From an optimization exercise on the open Yosys and OpenROAD flow, aimed at small area, a short achievable clock period and few clock cycles per item; shortcuts taken in it are not production practice. The RTL was checked by simulation tests, not by an equivalence proof against the original design.

==> 07-16: inputs <==
Design des_core, start of the top module:
module des_core (
	input  logic                   clk,
	input  logic                   rst_n,
	input  logic                   encipher_en,
	input  logic                   decipher_en,
	input  des_types_pkg::block_t  data,
	input  logic [64-1:0]  key,
	output des_types_pkg::block_t  result,
	output logic                   ready,
	output logic                   done
);
	localparam int CW = 28;
	logic       busy;
	logic       decrypt;
	logic [3:0] cnt;
	logic       start;
	logic       last;
	logic       two;
	assign ready = ~busy;
	assign start = ~busy & (encipher_en | decipher_en);
	assign last  = (cnt == 4'd15);
	assign two = ~((cnt == 4'd0) | (cnt == 4'd7) | (cnt == 4'd14));
	always_ff @(posedge clk or negedge rst_n) begin
		if (!rst_n) begin
			busy    <= 1'b0;
			done    <= 1'b0;
			cnt     <= '0;
			decrypt <= 1'b0;
		end else begin
			done <= busy & last;
			if (start) begin
				busy    <= 1'b1;
				cnt     <= '0;
				decrypt <= ~encipher_en;
			end else begin
				cnt <= cnt + 1'b1;
				if (last)
					busy <= 1'b0;
			end
		end
	end
	logic [2*CW-1:0] cd0;
	logic [CW-1:0]   c_q, d_q;
	logic [CW-1:0]   c_n, d_n;
	logic [CW-1:0]   c_u, d_u;
	logic [2*CW-1:0] cd_used;
	des_types_pkg::subkey_t subkey;
	always_comb begin
		for (int i = 0; i < 2*CW; i++)
			cd0[2*CW-1-i] = key[des_tables_pkg::pc1_tab(i)];
	end
	always_comb begin
		case ({decrypt, two})
			2'b00: begin c_n = {c_q[CW-2:0], c_q[CW-1]};    d_n = {d_q[CW-2:0], d_q[CW-1]};    end
			2'b01: begin c_n = {c_q[CW-3:0], c_q[CW-1:CW-2]}; d_n = {d_q[CW-3:0], d_q[CW-1:CW-2]}; end
  ...
==> module des_core, before the edit <==
module des_core (
	input  logic                   clk,
	input  logic                   rst_n,
	input  logic                   encipher_en,
	input  logic                   decipher_en,
	input  des_types_pkg::block_t  data,
	input  logic [64-1:0]  key,
	output des_types_pkg::block_t  result,
	output logic                   ready,
	output logic                   done
);
	localparam int CW = 28;
	logic       busy;
	logic       decrypt;
	logic [3:0] cnt;
	logic       start;
	logic       last;
	logic       two;
	assign ready = ~busy;
	assign start = ~busy & (encipher_en | decipher_en);
	assign last  = (cnt == 4'd15);
	assign two = ~((cnt == 4'd0) | (cnt == 4'd7) | (cnt == 4'd14));
	always_ff @(posedge clk or negedge rst_n) begin
		if (!rst_n) begin
			busy    <= 1'b0;
			done    <= 1'b0;
			cnt     <= '0;
			decrypt <= 1'b0;
		end else begin
			done <= busy & last;
			if (start) begin
				busy    <= 1'b1;
				cnt     <= '0;
				decrypt <= ~encipher_en;
			end else begin
				cnt <= cnt + 1'b1;
				if (last)
					busy <= 1'b0;
			end
		end
	end
	logic [2*CW-1:0] cd0;
	logic [CW-1:0]   c_q, d_q;
	logic [CW-1:0]   c_n, d_n;
	logic [CW-1:0]   c_u, d_u;
	logic [2*CW-1:0] cd_used;
	des_types_pkg::subkey_t subkey;
	always_comb begin
		for (int i = 0; i < 2*CW; i++)
			cd0[2*CW-1-i] = key[des_tables_pkg::pc1_tab(i)];
	end
	always_comb begin
		case ({decrypt, two})
			2'b00: begin c_n = {c_q[CW-2:0], c_q[CW-1]};    d_n = {d_q[CW-2:0], d_q[CW-1]};    end
			2'b01: begin c_n = {c_q[CW-3:0], c_q[CW-1:CW-2]}; d_n = {d_q[CW-3:0], d_q[CW-1:CW-2]}; end
			2'b10: begin c_n = {c_q[0], c_q[CW-1:1]};       d_n = {d_q[0], d_q[CW-1:1]};       end
			default: begin c_n = {c_q[1:0], c_q[CW-1:2]};   d_n = {d_q[1:0], d_q[CW-1:2]};     end
		endcase
		if (decrypt) begin
			c_u = c_q;
			d_u = d_q;
		end else begin
			c_u = {c_q[CW-2:0], c_q[CW-1]};
			d_u = {d_q[CW-2:0], d_q[CW-1]};
		end
		cd_used = {c_u, d_u};
		for (int i = 0; i < 48; i++)
			subkey[48-1-i] = cd_used[des_tables_pkg::pc2_tab(i)];
	end
	always_ff @(posedge clk) begin
		if (start) begin
			c_q <= cd0[2*CW-1:CW];
			d_q <= cd0[CW-1:0];
		end else begin
			c_q <= c_n;
			d_q <= d_n;
		end
	end
	des_types_pkg::block_t    ip_out;
	des_types_pkg::half_t     l_q, r_q;
	des_types_pkg::subkey_t   mixed;
	des_types_pkg::half_t     s_out;
	des_types_pkg::half_t     f_val;
	logic [5:0]               six;
	always_comb begin
		for (int i = 0; i < 64; i++)
			ip_out[64-1-i] = data[des_tables_pkg::ip_tab(i)];
	end
	always_comb begin
		for (int i = 0; i < 48; i++)
			mixed[48-1-i] = r_q[des_tables_pkg::e_tab(i)] ^ subkey[48-1-i];
		for (int b = 0; b < 8; b++) begin
			six = mixed[48-1-6*b -: 6];
			s_out[32-1-4*b -: 4] = des_tables_pkg::sbox_tab(3'(b),
				{six[5], six[0]}, six[4:1]);
		end
		for (int i = 0; i < 32; i++)
			f_val[32-1-i] = s_out[des_tables_pkg::p_tab(i)];
	end
	always_ff @(posedge clk) begin
		if (start) begin
			l_q <= ip_out[64-1:32];
			r_q <= ip_out[32-1:0];
		end else begin
			l_q <= r_q;
			r_q <= l_q ^ f_val;
		end
	end
	des_types_pkg::block_t pre_out;
	assign pre_out = {r_q, l_q};
	always_comb begin
		for (int i = 0; i < 64; i++)
			result[64-1-i] = pre_out[des_tables_pkg::fp_tab(i)];
	end
endmodule
clock: 8.0 ns
lec_check: 0
cap_margin: 20
core_margin: 2
core_utilization: 45
place_density: 0.6
slew_margin: 20
run.sh (not shown) runs the stock make flow with config.mk's settings and CLKGATE_MAP_FILE= SYNTH_SCRIPT=/design/flow/synth_recipe.tcl, a recipe that flattens the netlist after the stock synthesis.
==> inputs of 06-22, as changes to 07-16 <==
--- a/flow/design.v
+++ b/flow/design.v
@@ -119,28 +119,55 @@
 	output logic                   done
 );
 	localparam int CW = 28;
+	function automatic logic [CW-1:0] rotl(input logic [CW-1:0] x, input int n);
+		rotl = (x << n) | (x >> (CW - n));
+	endfunction
+	function automatic logic [CW-1:0] rotr(input logic [CW-1:0] x, input int n);
+		rotr = (x >> n) | (x << (CW - n));
+	endfunction
+	function automatic des_types_pkg::half_t f_func(input des_types_pkg::half_t r,
+	                                                input des_types_pkg::subkey_t k);
+		des_types_pkg::subkey_t mixed;
+		des_types_pkg::half_t   s_out;
+		logic [5:0]             six;
+		for (int i = 0; i < 48; i++)
+			mixed[48-1-i] = r[des_tables_pkg::e_tab(i)] ^ k[48-1-i];
+		for (int b = 0; b < 8; b++) begin
+			six = mixed[48-1-6*b -: 6];
+			s_out[32-1-4*b -: 4] = des_tables_pkg::sbox_tab(3'(b),
+				{six[5], six[0]}, six[4:1]);
+		end
+		for (int i = 0; i < 32; i++)
+			f_func[32-1-i] = s_out[des_tables_pkg::p_tab(i)];
+	endfunction
+	function automatic des_types_pkg::subkey_t pc2(input logic [CW-1:0] c, input logic [CW-1:0] d);
+		logic [2*CW-1:0] cd;
+		cd = {c, d};
+		for (int i = 0; i < 48; i++)
+			pc2[48-1-i] = cd[des_tables_pkg::pc2_tab(i)];
+	endfunction
 	logic       busy;
 	logic       decrypt;
-	logic [3:0] cnt;
+	logic [2:0] cnt;
 	logic       start;
 	logic       last;
-	logic       two;
+	logic       one;
+	logic       three;
 	assign ready = ~busy;
 	assign start = ~busy & (encipher_en | decipher_en);
-	assign last  = (cnt == 4'd15);
-	assign two = ~((cnt == 4'd0) | (cnt == 4'd7) | (cnt == 4'd14));
+	assign last  = (cnt == 3'd7);
+	assign one   = (cnt == 3'd0) | (cnt == 3'd7);
+	assign three = (cnt == 3'd0) | (cnt == 3'd3);
 	always_ff @(posedge clk or negedge rst_n) begin
 		if (!rst_n) begin
-			busy    <= 1'b0;
-			done    <= 1'b0;
-			cnt     <= '0;
-			decrypt <= 1'b0;
+			busy <= 1'b0;
+			done <= 1'b0;
+			cnt  <= '0;
 		end else begin
 			done <= busy & last;
 			if (start) begin
-				busy    <= 1'b1;
-				cnt     <= '0;
-				decrypt <= ~encipher_en;
+				busy <= 1'b1;
+				cnt  <= '0;
 			end else begin
 				cnt <= cnt + 1'b1;
 				if (last)
@@ -148,71 +175,61 @@
 			end
 		end
 	end
+	always_ff @(posedge clk) begin
+		if (!busy)
+			decrypt <= ~encipher_en;
+	end
 	logic [2*CW-1:0] cd0;
 	logic [CW-1:0]   c_q, d_q;
-	logic [CW-1:0]   c_n, d_n;
-	logic [CW-1:0]   c_u, d_u;
-	logic [2*CW-1:0] cd_used;
-	des_types_pkg::subkey_t subkey;
+	logic [CW-1:0]   c_b, d_b;
+	des_types_pkg::subkey_t k_a, k_b;
 	always_comb begin
 		for (int i = 0; i < 2*CW; i++)
 			cd0[2*CW-1-i] = key[des_tables_pkg::pc1_tab(i)];
 	end
 	always_comb begin
-		case ({decrypt, two})
-			2'b00: begin c_n = {c_q[CW-2:0], c_q[CW-1]};    d_n = {d_q[CW-2:0], d_q[CW-1]};    end
-			2'b01: begin c_n = {c_q[CW-3:0], c_q[CW-1:CW-2]}; d_n = {d_q[CW-3:0], d_q[CW-1:CW-2]}; end
-			2'b10: begin c_n = {c_q[0], c_q[CW-1:1]};       d_n = {d_q[0], d_q[CW-1:1]};       end
-			default: begin c_n = {c_q[1:0], c_q[CW-1:2]};   d_n = {d_q[1:0], d_q[CW-1:2]};     end
-		endcase
 		if (decrypt) begin
-			c_u = c_q;
-			d_u = d_q;
-		end else begin
-			c_u = {c_q[CW-2:0], c_q[CW-1]};
-			d_u = {d_q[CW-2:0], d_q[CW-1]};
-		end
-		cd_used = {c_u, d_u};
-		for (int i = 0; i < 48; i++)
-			subkey[48-1-i] = cd_used[des_tables_pkg::pc2_tab(i)];
+			c_b = one ? rotr(c_q, 1) : rotr(c_q, 2);
+			d_b = one ? rotr(d_q, 1) : rotr(d_q, 2);
+		end else begin
+			c_b = one ? rotl(c_q, 1) : rotl(c_q, 2);
+			d_b = one ? rotl(d_q, 1) : rotl(d_q, 2);
+		end
+		k_a = pc2(c_q, d_q);
+		k_b = pc2(c_b, d_b);
 	end
 	always_ff @(posedge clk) begin
-		if (start) begin
-			c_q <= cd0[2*CW-1:CW];
-			d_q <= cd0[CW-1:0];
-		end else begin
-			c_q <= c_n;
-			d_q <= d_n;
+		if (!busy) begin
+			if (encipher_en) begin
+				c_q <= rotl(cd0[2*CW-1:CW], 1);
+				d_q <= rotl(cd0[CW-1:0], 1);
+			end else begin
+				c_q <= cd0[2*CW-1:CW];
+				d_q <= cd0[CW-1:0];
+			end
+		end else if (decrypt) begin
+			c_q <= three ? rotr(c_q, 3) : rotr(c_q, 4);
+			d_q <= three ? rotr(d_q, 3) : rotr(d_q, 4);
+		end else begin
+			c_q <= three ? rotl(c_q, 3) : rotl(c_q, 4);
+			d_q <= three ? rotl(d_q, 3) : rotl(d_q, 4);
 		end
 	end
 	des_types_pkg::block_t    ip_out;
 	des_types_pkg::half_t     l_q, r_q;
-	des_types_pkg::subkey_t   mixed;
-	des_types_pkg::half_t     s_out;
-	des_types_pkg::half_t     f_val;
-	logic [5:0]               six;
+	des_types_pkg::half_t     r_mid;
 	always_comb begin
 		for (int i = 0; i < 64; i++)
 			ip_out[64-1-i] = data[des_tables_pkg::ip_tab(i)];
 	end
-	always_comb begin
-		for (int i = 0; i < 48; i++)
-			mixed[48-1-i] = r_q[des_tables_pkg::e_tab(i)] ^ subkey[48-1-i];
-		for (int b = 0; b < 8; b++) begin
-			six = mixed[48-1-6*b -: 6];
-			s_out[32-1-4*b -: 4] = des_tables_pkg::sbox_tab(3'(b),
-				{six[5], six[0]}, six[4:1]);
-		end
-		for (int i = 0; i < 32; i++)
-			f_val[32-1-i] = s_out[des_tables_pkg::p_tab(i)];
-	end
+	assign r_mid = l_q ^ f_func(r_q, k_a);
 	always_ff @(posedge clk) begin
-		if (start) begin
+		if (!busy) begin
 			l_q <= ip_out[64-1:32];
 			r_q <= ip_out[32-1:0];
 		end else begin
-			l_q <= r_q;
-			r_q <= l_q ^ f_val;
+			l_q <= r_mid;
+			r_q <= r_q ^ f_func(r_mid, k_b);
 		end
 	end
 	des_types_pkg::block_t pre_out;
ABC_AREA = 1   (was unset)
SETUP_SLACK_MARGIN = 5   (was unset)
==> summary of the runs <==
- 06-22 finished clean. 07-16 finished clean.
- Of 06-22 and 07-16, 06-22 has the higher non-clock buffer count (gap 257).
- Register-to-register slack: 07-16 is worse than 06-22 (1200 ps).
- Against 07-16, the sequential cell count of 06-22 is lower by 1.
- Utilization: 07-16 is lower than 06-22 (13 points).
- Of 06-22 and 07-16, 06-22 has the higher die area (gap 48%, measured against 07-16).
Testbench counts of 07-16, summed over its fixed seeds: cycles 27,208, items 1,600.
Testbench counts of 06-22, summed over its fixed seeds: cycles 14,408, items 1,600.

## static timing again, ports no longer ideal
The results above use ideal ports. As a check the final layouts listed here were re-extracted and re-timed, cells and wires unchanged. Step 1, drivers: a clkbuf_16 drives clk and a buf_2 each remaining input, both assumed. Step 2 times the ports against the registers' clock, not the clock port: input delays grow and output delays shrink by t, the midpoint of the rising clock arrivals with the driver on. Three values: ideal ports, drivers, drivers and shift; two values: the first two.
run | shift t [ns] | setup WS [ns] | worst slew at a driven data input, ns
07-16 | 0.479 | 3.633 / 3.633 / 3.633 | 0.07
06-22 | 0.563 | 4.857 / 4.857 / 4.792 | 0.06
After both steps setup and hold are still met in every run listed. For 06-22, which loses most, drivers alone change the setup slack by 0.000 ns; drivers and shift together by -0.065 ns.
